What follows belongs to an exercise in optimizing a design on an open flow for small area and a short achievable clock period; a production flow would make more cautious choices.
Only simulation tests tie the RTL to the original design; equivalence was not proved.
No activity file was given, so power comes from the tool's default toggle rates.

==> flow/design.v <==
package cpu6_pkg;
    localparam int data_w          = 8;
    localparam int log_addr_w      = 16;
    localparam int phys_addr_w     = 19;
    localparam int page_offset_w   = 11;
    localparam int page_base_w     = 3;
    localparam int page_index_w    = log_addr_w - page_offset_w + page_base_w;
    localparam int page_entry_w    = phys_addr_w - page_offset_w;
    localparam int reg_count       = 16;
    localparam int reg_addr_w      = $clog2(reg_count);
    localparam int reg_space_limit = 256;   
    typedef enum logic [2:0] {
        dp_swap, dp_mar_hi, dp_mar_lo, dp_bus_read, dp_constant, dp_zero
    } dp_src_e;
    typedef enum logic [1:0] {
        src_ab, src_da, src_dz, src_za
    } alu_src_e;
    typedef enum logic [2:0] {
        alu_add, alu_subr, alu_subs, alu_or, alu_and, alu_notrs, alu_exor, alu_exnor
    } alu_func_e;
    typedef enum logic {dest_none, dest_ram_f} alu_dest_e;
    typedef enum logic [1:0] {carry_zero, carry_one, carry_flag} carry_sel_e;
    typedef enum logic [1:0] {
        load_none, load_result, load_mar_from_war, load_page_base
    } load_sel_e;
    typedef enum logic [2:0] {
        addr_none, addr_war_hi, addr_war_lo, addr_war_inc, addr_mar_inc, addr_swap
    } addr_op_e;
    typedef enum logic [1:0] {
        store_none, store_page_write, store_bus_write, store_bus_read
    } store_op_e;
    typedef struct packed {
        logic carry;
        logic overflow;
        logic sign;
        logic zero;
    } alu_flags_t;
    typedef struct packed {
        dp_src_e               dp_src;
        alu_src_e              alu_src;
        alu_func_e             alu_func;
        alu_dest_e             alu_dest;
        carry_sel_e            carry_sel;
        load_sel_e             load_sel;
        addr_op_e              addr_op;
        store_op_e             store_op;
        logic [data_w-1:0]     constant;
        logic [reg_addr_w-1:0] reg_a;
        logic [reg_addr_w-1:0] reg_b;
    } microword_t;
    localparam microword_t uop_none = '0;
endpackage
`timescale 1ns/10ps
module cpu6 (
    input  logic        clock,
    input  logic        reset,
    input  logic [33:0] uop,
    input  logic [7:0]  data_in,
    output logic        write_en,
    output logic [18:0] address,
    output logic [7:0]  data_out
);
    wire [2:0] u_dp_src   = uop[33:31];
    wire [1:0] u_alu_src  = uop[30:29];
    wire [2:0] u_func     = uop[28:26];
    wire       u_dest     = uop[25];
    wire [1:0] u_carry    = uop[24:23];
    wire [1:0] u_load     = uop[22:21];
    wire [2:0] u_addr     = uop[20:18];
    wire [1:0] u_store    = uop[17:16];
    wire [7:0] u_const    = uop[15:8];
    wire [3:0] u_ra       = uop[7:4];
    wire [3:0] u_rb       = uop[3:0];
    logic        e_d_swap, e_d_mhi, e_d_mlo, e_d_rd;   
    logic [7:0]  e_const;                               
    logic        e_r_d;                                 
    logic        e_inv_r;                               
    logic        e_arith;                               
    logic [2:0]  e_func;
    logic [15:0] e_we;                                  
    logic        e_carry_upd;
    logic        e_cin_one, e_cin_flag;
    logic        e_ld_result, e_ld_mar, e_ld_pb;
    logic        e_war_hi, e_war_lo, e_war_inc, e_mar_inc, e_swap;
    logic        e_pt_write, e_bus_write, e_bus_read;
    logic [7:0]  e_r;
    logic [7:0]  e_s;
    logic [7:0]  regs [16];
    logic [7:0]  result;
    logic [7:0]  swap_reg;
    logic        carry;
    logic [15:0] mar;
    logic [15:0] war;
    logic [2:0]  page_base;
    logic [7:0]  page_table [256];
    logic [7:0]  entry;           
    logic [7:0]  read_byte;
    logic        write_pending;
    logic [7:0] dp_bus;
    assign dp_bus = ({8{e_d_swap}} & swap_reg)
                  | ({8{e_d_mhi}}  & {~mar[15:12], mar[11:8]})
                  | ({8{e_d_mlo}}  & mar[7:0])
                  | ({8{e_d_rd}}   & read_byte)
                  | e_const;
    logic [7:0] rx;
    logic [8:0] sum;
    logic [7:0] logic_f;
    logic [7:0] alu_f;
    logic       cin;
    assign rx  = e_r_d ? (dp_bus ^ {8{e_inv_r}}) : e_r;
    assign cin = e_cin_one | (e_cin_flag & carry);
    assign sum = {1'b0, rx} + {1'b0, e_s} + {8'd0, cin};
    always_comb begin
        case (e_func)
            3'd3:    logic_f = rx | e_s;
            3'd4:    logic_f = rx & e_s;
            3'd5:    logic_f = ~rx & e_s;
            3'd6:    logic_f = rx ^ e_s;
            default: logic_f = ~(rx ^ e_s);
        endcase
    end
    assign alu_f = e_arith ? sum[7:0] : logic_f;
    logic [7:0] rd_a, rd_b, op_a, op_b;
    logic [7:0] r_next, s_next;
    logic       fwd_a, fwd_b;
    assign rd_a  = regs[u_ra];
    assign rd_b  = regs[u_rb];
    assign fwd_a = e_we[u_ra];
    assign fwd_b = e_we[u_rb];
    assign op_a  = fwd_a ? alu_f : rd_a;
    assign op_b  = fwd_b ? alu_f : rd_b;
    always_comb begin
        case (u_alu_src)
            2'd0:    begin r_next = op_a;  s_next = op_b; end
            2'd1:    begin r_next = op_a;  s_next = op_a; end   
            2'd2:    begin r_next = op_a;  s_next = 8'd0; end   
            default: begin r_next = 8'd0;  s_next = op_a; end
        endcase
    end
    always_ff @(posedge clock) begin
        e_r <= r_next ^ {8{u_func == 3'd1}};
        e_s <= s_next ^ {8{u_func == 3'd2}};
    end
    always_ff @(posedge clock or posedge reset) begin
        if (reset) begin
            e_d_swap    <= 1'b1;
            e_d_mhi     <= 1'b0;
            e_d_mlo     <= 1'b0;
            e_d_rd      <= 1'b0;
            e_const     <= 8'd0;
            e_r_d       <= 1'b0;
            e_inv_r     <= 1'b0;
            e_arith     <= 1'b1;
            e_func      <= 3'd0;
            e_we        <= 16'd0;
            e_carry_upd <= 1'b0;
            e_cin_one   <= 1'b0;
            e_cin_flag  <= 1'b0;
            e_ld_result <= 1'b0;
            e_ld_mar    <= 1'b0;
            e_ld_pb     <= 1'b0;
            e_war_hi    <= 1'b0;
            e_war_lo    <= 1'b0;
            e_war_inc   <= 1'b0;
            e_mar_inc   <= 1'b0;
            e_swap      <= 1'b0;
            e_pt_write  <= 1'b0;
            e_bus_write <= 1'b0;
            e_bus_read  <= 1'b0;
        end else begin
            e_d_swap    <= (u_dp_src == 3'd0);
            e_d_mhi     <= (u_dp_src == 3'd1);
            e_d_mlo     <= (u_dp_src == 3'd2);
            e_d_rd      <= (u_dp_src == 3'd3);
            e_const     <= (u_dp_src == 3'd4) ? u_const : 8'd0;
            e_r_d       <= (u_alu_src == 2'd1) || (u_alu_src == 2'd2);
            e_inv_r     <= (u_func == 3'd1);
            e_arith     <= (u_func <= 3'd2);
            e_func      <= u_func;
            for (int i = 0; i < 16; i++) e_we[i] <= u_dest && (u_rb == 4'(i));
            e_carry_upd <= u_dest && (u_func <= 3'd2);
            e_cin_one   <= (u_carry == 2'd1);
            e_cin_flag  <= (u_carry == 2'd2);
            e_ld_result <= (u_load == 2'd1);
            e_ld_mar    <= (u_load == 2'd2);
            e_ld_pb     <= (u_load == 2'd3);
            e_war_hi    <= (u_addr == 3'd1);
            e_war_lo    <= (u_addr == 3'd2);
            e_war_inc   <= (u_addr == 3'd3);
            e_mar_inc   <= (u_addr == 3'd4);
            e_swap      <= (u_addr == 3'd5);
            e_pt_write  <= (u_store == 2'd1);
            e_bus_write <= (u_store == 2'd2);
            e_bus_read  <= (u_store == 2'd3);
        end
    end
    always_ff @(posedge clock) begin
        for (int i = 0; i < 16; i++) begin
            if (e_we[i]) regs[i] <= alu_f;
        end
    end
    always_ff @(posedge clock or posedge reset) begin
        if (reset) begin
            result   <= 8'd0;
            swap_reg <= 8'd0;
            carry    <= 1'b0;
        end else begin
            if (e_ld_result) result <= alu_f;
            if (e_swap) swap_reg <= {dp_bus[3:0], dp_bus[7:4]};
            if (e_carry_upd) carry <= sum[8];
        end
    end
    logic [15:0] mar_next;
    logic [2:0]  pb_next;
    always_comb begin
        if (e_mar_inc)     mar_next = mar + 16'd1;
        else if (e_ld_mar) mar_next = war;
        else               mar_next = mar;
    end
    assign pb_next = e_ld_pb ? result[2:0] : page_base;
    always_ff @(posedge clock or posedge reset) begin
        if (reset) begin
            mar       <= 16'd0;
            war       <= 16'd0;
            page_base <= 3'd0;
        end else begin
            mar       <= mar_next;
            page_base <= pb_next;
            if (e_war_hi)  war[15:8] <= e_ld_mar ? mar[15:8] : result;
            if (e_war_lo)  war[7:0]  <= e_ld_mar ? mar[7:0]  : result;
            if (e_war_inc) war       <= war + 16'd1;
        end
    end
    wire [7:0] index      = {mar[15:11], page_base};
    wire [7:0] index_next = {mar_next[15:11], pb_next};
    always_ff @(posedge clock) begin
        if (e_pt_write) page_table[index] <= result;
    end
    always_ff @(posedge clock) begin
        if (e_pt_write && (index_next == index)) entry <= result;
        else                                     entry <= page_table[index_next];
    end
    assign address = {entry, mar[10:0]};
    wire reg_space = (entry == 8'd0) && (mar[10:8] == 3'd0);
    always_ff @(posedge clock or posedge reset) begin
        if (reset) begin
            data_out      <= 8'd0;
            write_pending <= 1'b0;
            write_en      <= 1'b0;
            read_byte     <= 8'd0;
        end else begin
            write_pending <= e_bus_write;
            write_en      <= write_pending;
            if (e_bus_write) data_out <= dp_bus;
            if (e_bus_read)  read_byte <= reg_space ? data_out : data_in;
        end
    end
endmodule
==> flow/run.sh <==
#!/bin/bash
# synth_recipe.tcl (not shown) runs the flow's synth.tcl, then flattens the netlist and writes it again
# the make line also repeats each setting of config.mk as NAME=value (left out here)
make -C /OpenROAD-flow-scripts/flow DESIGN_CONFIG=/design/flow/config.mk WORK_HOME=/design/flow/orfs CLKGATE_MAP_FILE= SYNTH_SCRIPT=/design/flow/synth_recipe.tcl finish
==> flow/config.mk <==
export PLATFORM = sky130hd
export DESIGN_NAME = cpu6
export DESIGN_NICKNAME = cpu6
export VERILOG_FILES = /design/flow/design.v
export SDC_FILE = /design/flow/constraint.sdc
export NUM_CORES = 4
export LEC_CHECK = 0
export CAP_MARGIN = 20
export CORE_MARGIN = 2
export CORE_UTILIZATION = 40
export SETUP_SLACK_MARGIN = 0.3
export SLEW_MARGIN = 20
==> flow/constraint.sdc <==
create_clock -name core_clock -period 6.5 [get_ports {clock}]
set_input_delay 1.3000 -clock core_clock [delete_from_list [all_inputs] [get_ports {clock}]]
set_output_delay 1.3000 -clock core_clock [all_outputs]
set_load 0.01 [all_outputs]
==> results of run 1 <==
==> cells in the final DEF (no fill, tap or decap), types with 18 or more instances in the layout <==
cell,instances
sky130_fd_sc_hd__a21oi_1,146
sky130_fd_sc_hd__buf_12,24
sky130_fd_sc_hd__nor2_1,431
sky130_fd_sc_hd__nand4_1,26
sky130_fd_sc_hd__and2_1,30
sky130_fd_sc_hd__o22ai_1,48
sky130_fd_sc_hd__dfxtp_1,19
sky130_fd_sc_hd__xnor2_1,24
sky130_fd_sc_hd__nor3_1,49
sky130_fd_sc_hd__and3_1,25
sky130_fd_sc_hd__nor2b_1,41
sky130_fd_sc_hd__clkbuf_1,46
sky130_fd_sc_hd__buf_4,155
sky130_fd_sc_hd__mux4_2,502
sky130_fd_sc_hd__clkinv_1,57
sky130_fd_sc_hd__inv_1,48
sky130_fd_sc_hd__o21ai_0,69
sky130_fd_sc_hd__a22o_1,21
sky130_fd_sc_hd__a31oi_1,23
sky130_fd_sc_hd__clkinv_2,50
sky130_fd_sc_hd__dfrtp_1,108
sky130_fd_sc_hd__nand2_1,177
sky130_fd_sc_hd__a22oi_1,70
sky130_fd_sc_hd__a311oi_1,18
sky130_fd_sc_hd__nand3_1,83
sky130_fd_sc_hd__clkbuf_16,226
sky130_fd_sc_hd__edfxtp_1,2176
sky130_fd_sc_hd__nand2b_1,29
sky130_fd_sc_hd__ha_1,20
sky130_fd_sc_hd__a211oi_1,32
sky130_fd_sc_hd__mux2i_1,169
sky130_fd_sc_hd__clkdlybuf4s50_1,69
sky130_fd_sc_hd__o221ai_1,20
sky130_fd_sc_hd__a221oi_1,36
sky130_fd_sc_hd__mux2_2,36
==> cell families after synthesis <==
family	Yosys count	synth area share
DFF	2318	0.737
and+or+nand+nor	966	0.0470
muxes	711	0.144
AOI/OAI and AO/OA	623	0.0465
buffers and inverters	355	0.0188
xor gates and xnor gates	35	0.00329
adders and majority gates	22	0.00311
==> power by group <==
part           switching [µW]  leakage (µW)  total, µW  internal [µW]
Clock                    5780       0.00350      12800           7000
Sequential                824        0.0212      19300          18500
Combinational            8190       0.00850      12800           4600
Total                   14800        0.0332      44900          30100
==> how the worst max path moves through the flow <==
stage | to | startpoint | slack, ns
2_1_floorplan | carry | reset | 2.07
3_3_place_gp | address[14] | flip-flop | 0.26
3_5_place_dp | address[14] | flip-flop | 0.24
4_1_cts | address[14] | flip-flop | 0.14
5_1_grt | address[14] | flip-flop | 0.28
6_report | address[13] | flip-flop | 0.16
==> layout make-up <==
class / count / share of cell area
Antenna cell: 6 / 0.000143
Tap cell: 3043 / 0.0361
Sequential cell: 2318 / 0.653
Clock inverter: 144 / 0.0120
Timing Repair Buffer: 254 / 0.0227
Multi-Input combinational cell: 2357 / 0.218
Inverter: 54 / 0.00196
Clock buffer: 280 / 0.0561
==> metrics by stage <==
| step | hold WS [ns] | setup WS [ns] | utilization | power (µW) | area [µm²] |
|---|---|---|---|---|---|
| after floorplan | 0.331 | 2.07 | - | 27100 | 93300 |
| after global placement | 0.345 | 0.264 | 0.422 | 32000 | 98000 |
| after detailed placement | 0.339 | 0.243 | 0.422 | 32200 | 98000 |
| after CTS | 0.355 | 0.138 | 0.453 | 44900 | 105000 |
| after global routing | 0.357 | 0.282 | 0.453 | 46100 | 105000 |
| final | 0.352 | 0.165 | 0.454 | 44900 | 105000 |
==> repair_timing <==
action | CTS | global route
gates resized for setup | 14 | 4
setup endpoints to repair | 8 | 5
setup buffers | 5 | 1
gates cloned | 0 | 0
pin swaps | 2 | 0
==> routing by layer <==
metal,part of all wire,track usage
met5,0.00015,0
met4,0.038,0.0817
met3,0.088,0.0431
met2,0.47,0.345
met1,0.41,0.316
==> worst reg2reg max path: cells and delay by family (launching register included) <==
family                 cells  cell delay, ns
muxes                      1            0.22
and+or+nand+nor            6            2.68
DFF                        1            0.82
AOI/OAI and AO/OA          3            0.61
buffers and inverters      3            0.77
==> impl_metrics.sql, run 1 <==
INSERT INTO impl_metrics (metric_group, metric, value, unit) VALUES
('worst_setup_path', 'cp_top_family', 'buffers and inverters', ''),
('clock_network', 'cts_sink_cnt', '2318', ''),
('route', 'drt_first_pass_iters', '6', ''),
('worst_setup_path', 'critical_path_depth', '9', ''),
('global_route', 'grt_antenna_before_repair', '10', ''),
('final_layout', 'drive_above_1_share', '0.207', ''),
('yosys', 'number_of_enable_flip_flop_cells_after_synthesis', '2176', ''),
('global_route', 'first_global_vias', '50400', ''),
('clock_network', 'clk_pin_slew', '0.06', 'ns'),
('global_route', 'global_route.overflow_total', '0', ''),
('final_layout', 'num-nets-final', '5277', ''),
('yosys', 'netlist_area', '0.0933', 'mm²'),
('power_and_ir_drop', 'powerDensity', '426', 'mW/mm²'),
('final_layout', 'area.growth.synth_to_final', '12.9', '%'),
('clock_network', 'tritoncts_buffer_count', '226', ''),
('worst_setup_path', 'timing.critical_path.buf_inv', '3', ''),
('worst_hold_path', 'hold_path_depth', '0', ''),
('route', 'avgRoutedWirePerCell', '31.8', 'µm'),
('worst_setup_path', 'reg2reg_slack', '1.27', 'ns'),
('sta', 'fmax', '158', 'MHz'),
('yosys', 'asyncSetResetFlopFracSynth', '0.0509', ''),
('yosys', 'syn-mean-instance-area', '18.5', 'µm²'),
('final_layout', 'largestRegisters', 'page_table (2048), regs (128)', ''),
('clock_network', 'clock_tree.htree_level_count', '4', ''),
('yosys', 'sequential_fraction_of_the_synthesis_area', '0.737', ''),
('route', 'detailedRoute.firstIterationViolations', '6980', ''),
('final_layout', 'largest_register_ffs', '2048', ''),
('sta', 'share_of_the_clock_period_used_by_the_worst_path', '0.975', ''),
('yosys', 'most_frequent_cells_after_synthesis', 'sky130_fd_sc_hd__edfxtp_1, sky130_fd_sc_hd__mux4_2, sky130_fd_sc_hd__nor2_1', ''),
('sta', 'final-setup-viol-count', '0', ''),
('sta', 'slew_headroom', '0.199', ''),
('worst_setup_path', 'worst_path_most_repeated_cell', 'sky130_fd_sc_hd__buf_4', ''),
('die', 'rows', '177', ''),
('yosys', 'synth_flop_cell', 'sky130_fd_sc_hd__edfxtp_1', ''),
('place', 'gp_routability_congestion', '0.885', ''),
('place', 'dp_cells', '8020', ''),
('final_layout', 'area_used_by_sequential_logic_in_the_layout', '0.0688', 'mm²'),
('route', 'via_count_of_the_routed_design', '51600', ''),
('sta', 'timing.clock.skew', '0.0445', 'ns'),
('worst_setup_path', 'maximum_single_stage_delay_on_the_critical_path', '0.71', 'ns'),
('yosys', 'most_common_cell_in_the_netlist', 'sky130_fd_sc_hd__edfxtp_1', ''),
('worst_setup_path', 'arrival', '5.04', 'ns'),
('yosys', 'flip_flop_and_latch_count_after_synthesis', '2318', ''),
('clock_network', 'ctsLongestPathBuffers', '3', ''),
('power_and_ir_drop', 'ir_drop', '0.323', 'mV'),
('route', 'detail_route.drc_violations', '0', ''),
('route', 'drtAntennaViolNets', '0', ''),
('die', 'die_area', '0.237', 'mm²'),
('worst_setup_path', 'cp.required', '5.20', 'ns'),
('worst_setup_path', 'slowest_stage', 'sky130_fd_sc_hd__dfxtp_4', ''),
('sta', 'setup-tns-final', '0', 'ns'),
('sta', 'grt_setup_unrepaired', 'yes', ''),
('yosys', 'syn_nets', '5096', ''),
('worst_setup_path', 'worstSetupEndpointType', 'output pin', ''),
('clock_network', 'post_cts_hold_buffer_count', '0', ''),
('global_route', 'grt_first_pass_wirelength', '381000', 'µm'),
('global_route', 'grt_max_degree', '217', ''),
('worst_setup_path', 'setup.worst_path.class', 'flip-flop to output pin', ''),
('clock_network', 'clock_tree.root_cell', 'sky130_fd_sc_hd__clkbuf_16', ''),
('final_layout', 'fin_cells', '8456', ''),
('die', 'die_width', '487', 'µm'),
('yosys', 'post_synth_num_cell_types', '87', ''),
('route', 'drt_wl_total', '269000', 'µm'),
('worst_setup_path', 'worst-path-max-fanout', '21', ''),
('die', 'initial_utilization', '0.402', ''),
('outcome', 'status', 'finished clean', ''),
('sta', 'final.min_clock_period', '6.34', 'ns'),
('sta', 'report.final.slew_viol_count', '0', ''),
('yosys', 'synth_top_cells_by_area', 'sky130_fd_sc_hd__edfxtp_1, sky130_fd_sc_hd__mux4_2, sky130_fd_sc_hd__dfrtp_1, sky130_fd_sc_hd__mux2i_1, sky130_fd_sc_hd__nor2_1', ''),
('worst_setup_path', 'critical_path.cell_chain', 'nand2_1 > buf_4 > o22ai_1 > nor3_1 > or4_1 > a2111oi_0 > buf_4 > o311a_1 > clkdlybuf4s50_1', ''),
('place', 'io_buffers', '71', '');
==> run 2, diff against run 1 <==
--- a/flow/design.v
+++ b/flow/design.v
@@ -233,10 +233,35 @@
     end
-    wire [7:0] index      = {mar[15:11], page_base};
-    wire [7:0] index_next = {mar_next[15:11], pb_next};
-    always_ff @(posedge clock) begin
-        if (e_pt_write) page_table[index] <= result;
-    end
-    always_ff @(posedge clock) begin
-        if (e_pt_write && (index_next == index)) entry <= result;
-        else                                     entry <= page_table[index_next];
+    logic [31:0] mh_oh, mh_next_oh;
+    logic [7:0]  pb_oh, pb_next_oh;
+    always_comb begin
+        for (int i = 0; i < 32; i++) begin
+            mh_oh[i]      = (mar[15:11] == 5'(i));
+            mh_next_oh[i] = (mar_next[15:11] == 5'(i));
+        end
+        for (int j = 0; j < 8; j++) begin
+            pb_oh[j]      = (page_base == 3'(j));
+            pb_next_oh[j] = (pb_next == 3'(j));
+        end
+    end
+    always_ff @(posedge clock) begin
+        for (int i = 0; i < 32; i++) begin
+            for (int j = 0; j < 8; j++) begin
+                if (e_pt_write && mh_oh[i] && pb_oh[j]) page_table[i*8+j] <= result;
+            end
+        end
+    end
+    logic [7:0] row [32];
+    logic [7:0] lookup;
+    always_comb begin
+        for (int i = 0; i < 32; i++) begin
+            row[i] = 8'd0;
+            for (int j = 0; j < 8; j++) row[i] = row[i] | ({8{pb_next_oh[j]}} & page_table[i*8+j]);
+        end
+        lookup = 8'd0;
+        for (int i = 0; i < 32; i++) lookup = lookup | ({8{mh_next_oh[i]}} & row[i]);
+    end
+    wire same_index = (mar_next[15:11] == mar[15:11]) && (pb_next == page_base);
+    always_ff @(posedge clock) begin
+        if (e_pt_write && same_index) entry <= result;
+        else                          entry <= lookup;
     end
--- a/flow/config.mk
+++ b/flow/config.mk
@@ -10,3 +10,3 @@
 export CORE_UTILIZATION = 40
-export SETUP_SLACK_MARGIN = 0.3
+export SETUP_SLACK_MARGIN = 3.6
 export SLEW_MARGIN = 20
==> run 2 against run 1 <==
Compared with the run above: combinational power rose by 33%; highest routed layer unchanged; sequential power about the same; clock skew is 0.063 ns higher; register-to-register slack improved by 1.4 ns; design area rose by 3.9%; power rose by 9.1%.
==> impl_metrics.sql, run 2 <==
INSERT INTO impl_metrics (metric_group, metric, value, unit) VALUES
('yosys', 'synth_warnings', '4', ''),
('sta', 'report.final.slew_viol_count', '0', ''),
('global_route', 'global_route_usage_over_all_layers', '0.284', ''),
('global_route', 'grt_first_pass_wirelength', '461000', 'µm'),
('die', 'die_y', '480', 'µm'),
('yosys', 'syn-mean-instance-area', '15.6', 'µm²'),
('clock_network', 'clock_tree.htree_level_count', '4', ''),
('worst_setup_path', 'setup.worst_path.class', 'flip-flop to flip-flop', ''),
('power_and_ir_drop', 'power.clock.fraction', '0.264', ''),
('worst_setup_path', 'timing.rr.start', 'e_d_mhi', ''),
('sta', 'grt_setup_unrepaired', 'yes', ''),
('die', 'initial_utilization', '0.403', ''),
('final_layout', 'drive_above_1_share', '0.228', ''),
('worst_hold_path', 'min_path_type', 'flip-flop to flip-flop', ''),
('die', 'top_level_ports', '72', ''),
('power_and_ir_drop', 'powerDensity', '447', 'mW/mm²'),
('worst_setup_path', 'critical_path_depth', '14', ''),
('outcome', 'status', 'finished clean', ''),
('yosys', 'sequential_fraction_of_the_synthesis_area', '0.759', ''),
('route', 'drt_wl_total', '339000', 'µm'),
('clock_network', 'clkLatencyLatePin', '0.91', 'ns'),
('route', 'drtAntennaViolNets', '0', ''),
('worst_setup_path', 'cp.required', '7.21', 'ns'),
('die', 'die_width', '480', 'µm'),
('power_and_ir_drop', 'combinationalPowerShare', '0.347', ''),
('worst_setup_path', 'cp-start-kind', 'flip-flop', ''),
('yosys', 'synth_top_cell_by_area', 'sky130_fd_sc_hd__edfxtp_1', ''),
('worst_setup_path', 'worst_path_most_repeated_cell', 'sky130_fd_sc_hd__a21o_1', ''),
('sta', 'slew_headroom', '0.0905', ''),
('worst_setup_path', 'arrival', '4.55', 'ns'),
('route', 'detailedRoute.firstIterationViolations', '12300', ''),
('yosys', 'most_frequent_cells_after_synthesis', 'sky130_fd_sc_hd__edfxtp_1, sky130_fd_sc_hd__a22oi_1, sky130_fd_sc_hd__nor2_1', ''),
('power_and_ir_drop', 'power_switching', '18300', 'µW'),
('clock_network', 'clock_tree_from_tritoncts', 'done', ''),
('die', 'rows', '174', ''),
('worst_hold_path', 'min_from', 'write_pending', ''),
('route', 'avgRoutedWirePerCell', '36.2', 'µm'),
('final_layout', 'largestRegisters', 'page_table (2048), regs (128)', ''),
('worst_setup_path', 'worst-path-max-fanout', '15', ''),
('yosys', 'netlist_area', '0.0906', 'mm²'),
('yosys', 'most_common_cell_in_the_netlist', 'sky130_fd_sc_hd__edfxtp_1', ''),
('worst_setup_path', 'timing.critical_path.buf_inv', '2', ''),
('final_layout', 'register_bank_with_the_most_flops', 'page_table', ''),
('yosys', 'synth_top_cells_by_area', 'sky130_fd_sc_hd__edfxtp_1, sky130_fd_sc_hd__a22oi_1, sky130_fd_sc_hd__dfrtp_1, sky130_fd_sc_hd__nor2_1, sky130_fd_sc_hd__nand2_1', ''),
('yosys', 'post_synth_num_cell_types', '96', ''),
('final_layout', 'largest_register_ffs', '2048', ''),
('worst_setup_path', 'critical_path.cell_chain', 'a222oi_1 > and2_4 > xnor2_2 > mux2i_2 > inv_1 > fa_2 > fa_2 > a21o_1 > a21o_1 > a21o_1 > a21o_1 > a21o_1 > a211oi_4 > buf_4', ''),
('final_layout', 'fin_cells', '9375', ''),
('place', 'post_dp_hpwl', '185000', 'µm'),
('worst_setup_path', 'reg2regPathDepth', '14', ''),
('global_route', 'grt_max_degree', '199', ''),
('die', 'std_cell_core_area', '0.225', 'mm²'),
('route', 'drt_first_pass_iters', '10', ''),
('power_and_ir_drop', 'seq_power_share', '0.389', ''),
('sta', 'fmax', '260', 'MHz'),
('yosys', 'synth_flop_cell', 'sky130_fd_sc_hd__edfxtp_1', ''),
('final_layout', 'area.growth.synth_to_final', '20.8', '%'),
('power_and_ir_drop', 'leakagePower', '0.0353', 'µW'),
('clock_network', 'tritoncts_buffer_count', '219', ''),
('worst_setup_path', 'worstSetupEndpointType', 'flip-flop', ''),
('place', 'preCtsSetupSlack', '1.49', 'ns'),
('route', 'vias_per_cell', '6.64', ''),
('place', 'io_buffers', '71', ''),
('power_and_ir_drop', 'intPower', '30700', 'µW'),
('final_layout', 'count_of_filler_cells_inserted_in_the_layout', '18700', ''),
('global_route', 'global_route.overflow_total', '0', ''),
('sta', 'final.min_clock_period', '3.84', 'ns'),
('final_layout', 'num-nets-final', '6245', ''),
('place', 'dp_cells', '8625', ''),
('sta', 'number_of_hold_violations_in_the_final_report', '0', ''),
('clock_network', 'clock_tree.root_cell', 'sky130_fd_sc_hd__clkbuf_16', ''),
('sta', 'share_of_the_clock_period_used_by_the_worst_path', '0.591', ''),
('final_layout', 'mostFrequentLayoutCell', 'sky130_fd_sc_hd__edfxtp_1', ''),
('yosys', 'area_share_of_the_largest_cell_type_after_synthesis', '0.721', ''),
('yosys', 'netlist_instances', '5807', ''),
('global_route', 'first_global_vias', '57200', ''),
('yosys', 'asyncSetResetFlopFracSynth', '0.0509', ''),
('clock_network', 'clk_pin_slew', '0.06', 'ns'),
('sta', 'setup-tns-final', '0', 'ns'),
('worst_hold_path', 'hold_ep', 'write_en', ''),
('route', 'via_count_of_the_routed_design', '62200', ''),
('yosys', 'syn_nets', '5873', ''),
('power_and_ir_drop', 'ir_drop', '0.356', 'mV'),
('worst_setup_path', 'maximum_single_stage_delay_on_the_critical_path', '0.47', 'ns'),
('clock_network', 'post_cts_hold_buffer_count', '0', ''),
('clock_network', 'cts_sink_cnt', '2318', ''),
('final_layout', 'most-common-layout-cells', 'sky130_fd_sc_hd__edfxtp_1, sky130_fd_sc_hd__a22oi_1, sky130_fd_sc_hd__nand2_1, sky130_fd_sc_hd__buf_4, sky130_fd_sc_hd__clkbuf_16', ''),
('sta', 'final-setup-viol-count', '0', ''),
('clock_network', 'ctsLongestPathBuffers', '3', ''),
('route', 'detail_route.drc_violations', '0', ''),
('run', 'timing.max_cap.violations', '0', ''),
('power_and_ir_drop', 'swShare', '0.373', ''),
('yosys', 'number_of_enable_flip_flop_cells_after_synthesis', '2176', ''),
('sta', 'timing.clock.skew', '0.107', 'ns'),
('worst_setup_path', 'worstReg2RegEnd', 'regs[7][6]', ''),
('die', 'die_area', '0.230', 'mm²'),
('worst_setup_path', 'slowest_stage', 'sky130_fd_sc_hd__a222oi_1', ''),
('worst_setup_path', 'cp_top_family', 'compound AO/OA/AOI/OAI gates', ''),
('sta', 'worst_slew_pin_slew', '1.36', 'ns'),
('worst_hold_path', 'hold_path_depth', '0', ''),
('place', 'gp_routability_congestion', '0.964', ''),
('worst_setup_path', 'reg2reg_slack', '2.66', 'ns'),
('global_route', 'grt_antenna_before_repair', '22', ''),
('yosys', 'flip_flop_and_latch_count_after_synthesis', '2318', ''),
('worst_setup_path', 'worstSetupStartpoint', 'e_d_mhi', ''),
('sta', 'layout_setup_ws', '2.66', 'ns');
-- run 2: cell types whose count changed after synthesis, moves of 101 or more --
| cell | delta |
|---|---|
| sky130_fd_sc_hd__a222oi_1 | +135 |
| sky130_fd_sc_hd__mux2i_1 | -108 |
| sky130_fd_sc_hd__a22oi_1 | +431 |
| sky130_fd_sc_hd__a221oi_1 | +101 |
| sky130_fd_sc_hd__nand2_1 | +214 |
| sky130_fd_sc_hd__mux4_2 | -485 |
| sky130_fd_sc_hd__a22o_1 | +105 |
-- run 2: worst max path at each step --
stage / endpoint / slack, ns
floorplan: entry[4] / 2.10
global placement: entry[1] / 1.37
detailed placement: entry[1] / 1.49
CTS: e_r[6] / 2.63
global route: e_s[6] / 2.50
finish: regs[7][6] / 2.66
-- run 2: power by group through the flow --
stage	Sequential (µW)	Combinational [µW]	Clock, µW
after global placement	19400	11900	0
final	19000	17000	12900
after floorplan	19700	5770	0
after CTS	19000	15400	12900
after detailed placement	19400	12100	0
after global routing	19000	16900	13500
-- run 2: metrics by stage --
step / power, µW / hold slack (ns) / utilization / instance area, µm²
after CTS: 47400 / 0.358 / 0.480 / 108000
after global routing: 49500 / 0.361 / 0.486 / 109000
after floorplan: 25500 / 0.331 / - / 91400
after global placement: 31300 / 0.333 / 0.423 / 95300
final: 49000 / 0.354 / 0.486 / 109000
after detailed placement: 31500 / 0.344 / 0.423 / 95300
-- run 2: logic make-up (layout without fill, tap and decap cells) --
family	count (synthesis)	after routing	synth area share
other cells	0	10	0
buf+inv	460	1024	0.0222
mux	109	109	0.0151
flops	2318	2318	0.759
compound gates	1594	1595	0.133
xor+xnor	54	54	0.00522
simple gates	1250	1251	0.0629
fa+ha+maj	22	22	0.00320
-- run 2: timing repair --
item | in CTS | in global routing
cloned | 33 | 8
setup buffers | 238 | 45
endpoints found under the setup margin | 1844 | 1123
pin swaps | 141 | 109
hold endpoints to repair | 0 | 0
resized for setup | 743 | 193
-- run 2: final cells by class --
| class | count | area [µm²] | share of cell area |
|---|---|---|---|
| timing repair inverter | 2 | 12.5 | 0.000114 |
| clock buffer | 275 | 5790 | 0.0529 |
| inverter | 46 | 282 | 0.00257 |
| clock inverter | 140 | 1420 | 0.0129 |
| antenna | 10 | 25.0 | 0.000229 |
| tap | 2992 | 3740 | 0.0342 |
| timing repair buffer | 561 | 6800 | 0.0621 |
| multi-input combinational | 3031 | 22500 | 0.206 |
| sequential | 2318 | 68900 | 0.629 |
-- run 2: per-layer routing --
layer,vias up,share of wire,track usage
li1,24300,-,-
met1,31400,0.36,0.375
met2,5351,0.42,0.406
met3,1145,0.15,0.104
met4,22,0.063,0.152
met5,-,0.0012,0.00911
-- run 2: worst reg2reg max path, stage by stage (launching register included) --
cell and delay (ns):
sky130_fd_sc_hd__dfrtp_2 0.42, sky130_fd_sc_hd__a222oi_1 0.47, sky130_fd_sc_hd__and2_4 0.25, sky130_fd_sc_hd__xnor2_2 0.06
sky130_fd_sc_hd__mux2i_2 0.18, sky130_fd_sc_hd__inv_1 0.09, sky130_fd_sc_hd__fa_2 0.37, sky130_fd_sc_hd__fa_2 0.37
sky130_fd_sc_hd__a21o_1 0.17, sky130_fd_sc_hd__a21o_1 0.17, sky130_fd_sc_hd__a21o_1 0.17, sky130_fd_sc_hd__a21o_1 0.19
sky130_fd_sc_hd__a21o_1 0.19, sky130_fd_sc_hd__a211oi_4 0.33, sky130_fd_sc_hd__buf_4 0.28
==> run 3, diff against run 2 <==
--- a/flow/config.mk
+++ b/flow/config.mk
@@ -10,3 +10,3 @@
 export CORE_UTILIZATION = 40
-export SETUP_SLACK_MARGIN = 3.6
+export SETUP_SLACK_MARGIN = 0.3
 export SLEW_MARGIN = 20
==> run 3 against run 2 <==
Compared with the run above: still clean on timing, DRC and antenna; synthesized area is the same; cell count shrank 3.2%; design area down 6.0%; core utilization fell by 2.9 points; non-clock buffer count down 308; critical path depth down 2; hold slack worse by 0.0038 ns.
==> impl_metrics.sql, run 3 <==
INSERT INTO impl_metrics (metric_group, metric, value, unit) VALUES
('outcome', 'status', 'finished clean', ''),
('worst_setup_path', 'reg2reg_slack', '1.14', 'ns'),
('power_and_ir_drop', 'combinationalPowerShare', '0.279', ''),
('place', 'post_dp_hpwl', '188000', 'µm'),
('yosys', 'sequential_fraction_of_the_synthesis_area', '0.759', ''),
('worst_hold_path', 'min_from', 'write_pending', ''),
('yosys', 'synth_warnings', '4', ''),
('yosys', 'area_share_of_the_largest_cell_type_after_synthesis', '0.721', ''),
('worst_setup_path', 'arrival', '6.11', 'ns'),
('final_layout', 'area.growth.synth_to_final', '13.6', '%'),
('route', 'detail_route.drc_violations', '0', ''),
('worst_setup_path', 'cp_top_family', 'compound AO/OA/AOI/OAI gates', ''),
('final_layout', 'mostFrequentLayoutCell', 'sky130_fd_sc_hd__edfxtp_1', ''),
('global_route', 'global_route_usage_over_all_layers', '0.261', ''),
('worst_setup_path', 'worstSetupEndpointType', 'flip-flop', ''),
('final_layout', 'largestRegisters', 'page_table (2048), regs (128)', ''),
('sta', 'slew_headroom', '0.130', ''),
('place', 'post_dp_cell_area', '0.0952', 'mm²'),
('yosys', 'asyncSetResetFlopFracSynth', '0.0509', ''),
('yosys', 'netlist_area', '0.0906', 'mm²'),
('place', 'io_buffers', '71', ''),
('worst_setup_path', 'slowest_stage', 'sky130_fd_sc_hd__dfrtp_1', ''),
('clock_network', 'cts-resized-gates', '0', ''),
('die', 'std_cell_core_area', '0.225', 'mm²'),
('global_route', 'global_route.overflow_total', '0', ''),
('worst_hold_path', 'hold_ep', 'write_en', ''),
('worst_setup_path', 'cp.required', '7.25', 'ns'),
('clock_network', 'clock_tree_from_tritoncts', 'done', ''),
('power_and_ir_drop', 'ir_drop', '0.352', 'mV'),
('die', 'rows', '174', ''),
('route', 'via_count_of_the_routed_design', '58700', ''),
('worst_hold_path', 'min_path_type', 'flip-flop to flip-flop', ''),
('clock_network', 'clkLatencyLatePin', '0.91', 'ns'),
('route', 'drtAntennaViolNets', '0', ''),
('clock_network', 'cts_setup_buffers', '0', ''),
('worst_setup_path', 'worst_path_most_repeated_cell', 'sky130_fd_sc_hd__buf_4', ''),
('clock_network', 'clock_tree.root_cell', 'sky130_fd_sc_hd__clkbuf_16', ''),
('final_layout', 'register_bank_with_the_most_flops', 'page_table', ''),
('power_and_ir_drop', 'intPower', '29100', 'µW'),
('worst_setup_path', 'timing.rr.start', 'e_ld_pb', ''),
('sta', 'setup-tns-final', '0', 'ns'),
('yosys', 'synth_top_cells_by_area', 'sky130_fd_sc_hd__edfxtp_1, sky130_fd_sc_hd__a22oi_1, sky130_fd_sc_hd__dfrtp_1, sky130_fd_sc_hd__nor2_1, sky130_fd_sc_hd__nand2_1', ''),
('route', 'drt_first_pass_iters', '10', ''),
('sta', 'number_of_hold_violations_in_the_final_report', '0', ''),
('yosys', 'flip_flop_and_latch_count_after_synthesis', '2318', ''),
('yosys', 'most_frequent_cells_after_synthesis', 'sky130_fd_sc_hd__edfxtp_1, sky130_fd_sc_hd__a22oi_1, sky130_fd_sc_hd__nor2_1', ''),
('place', 'gp_routability_congestion', '0.978', ''),
('sta', 'final.min_clock_period', '5.36', 'ns'),
('global_route', 'first_global_vias', '54700', ''),
('yosys', 'netlist_instances', '5807', ''),
('global_route', 'grt_max_degree', '160', ''),
('yosys', 'syn_nets', '5873', ''),
('die', 'top_level_ports', '72', ''),
('clock_network', 'cts_sink_cnt', '2318', ''),
('worst_setup_path', 'worstSetupStartpoint', 'e_ld_pb', ''),
('global_route', 'grt_antenna_before_repair', '19', ''),
('route', 'drt_wl_total', '309000', 'µm'),
('power_and_ir_drop', 'leakagePower', '0.0326', 'µW'),
('sta', 'report.final.slew_viol_count', '0', ''),
('worst_setup_path', 'worst-path-max-fanout', '32', ''),
('sta', 'timing.clock.skew', '0.0791', 'ns'),
('clock_network', 'post_cts_hold_buffer_count', '0', ''),
('worst_setup_path', 'timing.critical_path.buf_inv', '3', ''),
('power_and_ir_drop', 'powerDensity', '440', 'mW/mm²'),
('final_layout', 'drive_above_1_share', '0.110', ''),
('clock_network', 'clock_tree.htree_level_count', '4', ''),
('power_and_ir_drop', 'power.clock.fraction', '0.300', ''),
('yosys', 'synth_flop_cell', 'sky130_fd_sc_hd__edfxtp_1', ''),
('sta', 'final-setup-viol-count', '0', ''),
('worst_setup_path', 'cp-start-kind', 'flip-flop', ''),
('sta', 'worst_slew_pin_slew', '1.30', 'ns'),
('route', 'avgRoutedWirePerCell', '34.0', 'µm'),
('worst_setup_path', 'maximum_single_stage_delay_on_the_critical_path', '0.74', 'ns'),
('die', 'initial_utilization', '0.403', ''),
('run', 'timing.max_cap.violations', '0', ''),
('sta', 'fmax', '187', 'MHz'),
('clock_network', 'clk_pin_slew', '0.07', 'ns'),
('clock_network', 'ctsLongestPathBuffers', '3', ''),
('final_layout', 'fin_area', '0.103', 'mm²'),
('route', 'detailedRoute.firstIterationViolations', '10700', ''),
('final_layout', 'most-common-layout-cells', 'sky130_fd_sc_hd__edfxtp_1, sky130_fd_sc_hd__a22oi_1, sky130_fd_sc_hd__nor2_1, sky130_fd_sc_hd__nand2_1, sky130_fd_sc_hd__clkbuf_16', ''),
('global_route', 'grt_first_pass_wirelength', '429000', 'µm'),
('power_and_ir_drop', 'power_switching', '16200', 'µW'),
('worst_hold_path', 'hold_path_depth', '0', ''),
('worst_setup_path', 'setup.worst_path.class', 'flip-flop to flip-flop', ''),
('final_layout', 'largest_register_ffs', '2048', ''),
('sta', 'share_of_the_clock_period_used_by_the_worst_path', '0.824', ''),
('yosys', 'most_common_cell_in_the_netlist', 'sky130_fd_sc_hd__edfxtp_1', ''),
('yosys', 'synth_top_cell_by_area', 'sky130_fd_sc_hd__edfxtp_1', ''),
('worst_setup_path', 'critical_path.cell_chain', 'mux2i_4 > buf_4 > nor3_2 > buf_12 > buf_4 > a222oi_1 > o21ai_0 > a211oi_1 > o22ai_1 > o31a_1 > a2111oi_0 > a31oi_1', ''),
('yosys', 'number_of_enable_flip_flop_cells_after_synthesis', '2176', ''),
('yosys', 'syn-mean-instance-area', '15.6', 'µm²'),
('sta', 'grt_setup_unrepaired', 'no', ''),
('die', 'die_width', '480', 'µm'),
('yosys', 'post_synth_num_cell_types', '96', ''),
('route', 'vias_per_cell', '6.47', ''),
('die', 'die_area', '0.230', 'mm²'),
('power_and_ir_drop', 'seq_power_share', '0.421', ''),
('final_layout', 'num-nets-final', '5937', ''),
('worst_setup_path', 'worstReg2RegEnd', 'entry[4]', ''),
('clock_network', 'tritoncts_buffer_count', '223', ''),
('power_and_ir_drop', 'swShare', '0.358', ''),
('worst_setup_path', 'reg2regPathDepth', '12', ''),
('die', 'die_y', '480', 'µm');
run 3: changes by cell type in the layout (fill, tap and decap cells not counted), moves of 42 or more:
cell	delta
sky130_fd_sc_hd__nor2_1	+204
sky130_fd_sc_hd__nor2_2	-173
sky130_fd_sc_hd__buf_4	-119
sky130_fd_sc_hd__buf_6	-86
sky130_fd_sc_hd__buf_12	-50
sky130_fd_sc_hd__o21ai_0	+42
run 3: worst register-to-register path, cell delays in order (launching register included):
cell	delay, ns
sky130_fd_sc_hd__dfrtp_1	0.74
sky130_fd_sc_hd__mux2i_4	0.64
sky130_fd_sc_hd__buf_4	0.50
sky130_fd_sc_hd__nor3_2	0.16
sky130_fd_sc_hd__buf_12	0.24
sky130_fd_sc_hd__buf_4	0.34
sky130_fd_sc_hd__a222oi_1	0.36
sky130_fd_sc_hd__o21ai_0	0.34
sky130_fd_sc_hd__a211oi_1	0.41
sky130_fd_sc_hd__o22ai_1	0.15
sky130_fd_sc_hd__o31a_1	0.40
sky130_fd_sc_hd__a2111oi_0	0.74
sky130_fd_sc_hd__a31oi_1	0.20
run 3: cell families (layout without fill, tap and decap cells):
group	count (synthesis)	count (layout)	share of synthesized area
fa+ha+maj	22	22	0.00320
buf+inv	460	723	0.0222
xor+xnor	54	54	0.00522
flops	2318	2318	0.759
other cells	0	9	0
compound gates	1594	1594	0.133
mux	109	109	0.0151
simple gates	1250	1250	0.0629
run 3: per-stage QoR:
step	std cells	total power [µW]	util	setup slack, ns	hold WS, ns
after floorplan	5807	25300	-	0.637	0.331
after global placement	8635	31300	0.423	1.11	0.334
after detailed placement	8636	31400	0.423	1.40	0.341
after CTS	9060	44800	0.457	1.39	0.355
after global routing	9063	46100	0.457	1.08	0.367
final	9071	45300	0.457	1.14	0.350
run 3: layer usage:
metal | part of all wire | vias up | track usage
met2 | 0.43 | 4290 | 0.379
met4 | 0.052 | 16 | 0.120
met1 | 0.38 | 29900 | 0.356
met3 | 0.13 | 796 | 0.0829
li1 | - | 23600 | -
met5 | 0.00044 | - | 0.00186
run 3: worst max-delay path by stage:
stage / to / slack (ns) / cells after the start
floorplan: entry[4] / 0.64 / 11
global placement: entry[2] / 1.11 / 11
detailed placement: entry[4] / 1.40 / 12
CTS: entry[4] / 1.39 / 12
global route: entry[4] / 1.08 / 12
finish: entry[4] / 1.14 / 12
run 3: final cells by class:
| cell class | count | area [µm²] |
|---|---|---|
| Antenna cell | 9 | 22.5 |
| Clock buffer | 266 | 5850 |
| Clock inverter | 158 | 1840 |
| Fill cell | 19300 | 122000 |
| Inverter | 46 | 183 |
| Multi-Input combinational cell | 3029 | 20100 |
| Sequential cell | 2318 | 68800 |
| Tap cell | 2992 | 3740 |
| Timing Repair Buffer | 253 | 2400 |
run 3: power groups by stage:
| stage | Clock (µW) | Sequential, µW | Combinational, µW |
|---|---|---|---|
| 5_1_grt | 14200 | 19100 | 12800 |
| 4_1_cts | 13600 | 19100 | 12100 |
| 2_1_floorplan | 0 | 19900 | 5450 |
| 6_report | 13600 | 19100 | 12600 |
| 3_5_place_dp | 0 | 19400 | 12000 |
| 3_3_place_gp | 0 | 19400 | 11900 |

[afterwards: timing with drivers on the ports]
Ports are ideal in the flow. The routed layouts listed here were re-timed in OpenROAD. Step 1 sets driving cells, clkbuf_16 on the clock port and buf_2 on the other inputs (assumed; they add their load-dependent delay and slew). Step 2 times the ports against the registers' clock, not the clock port: input delays grow and output delays shrink by t, the midpoint of the rising clock arrivals with the driver on. Three values: no drivers, after step 1, after step 2; two values: the first two.
run | t (ns) | setup WS [ns] | latest minus earliest clock arrival (ns) | slew at the worst register clock pin (ns)
run 1 | 0.956 | 0.165 / 0.071 / 1.027 | 0.063 / 0.063 | 0.07 / 0.07
run 2 | 0.951 | 2.659 / 2.659 / 2.162 | 0.108 / 0.108 | 0.07 / 0.07
run 3 | 0.963 | 1.144 / 1.144 / 1.144 | 0.082 / 0.082 | 0.07 / 0.07
After both steps every run listed still meets setup and hold. For run 2, which loses most, drivers alone change the setup slack by 0.000 ns; drivers and shift together by -0.497 ns.
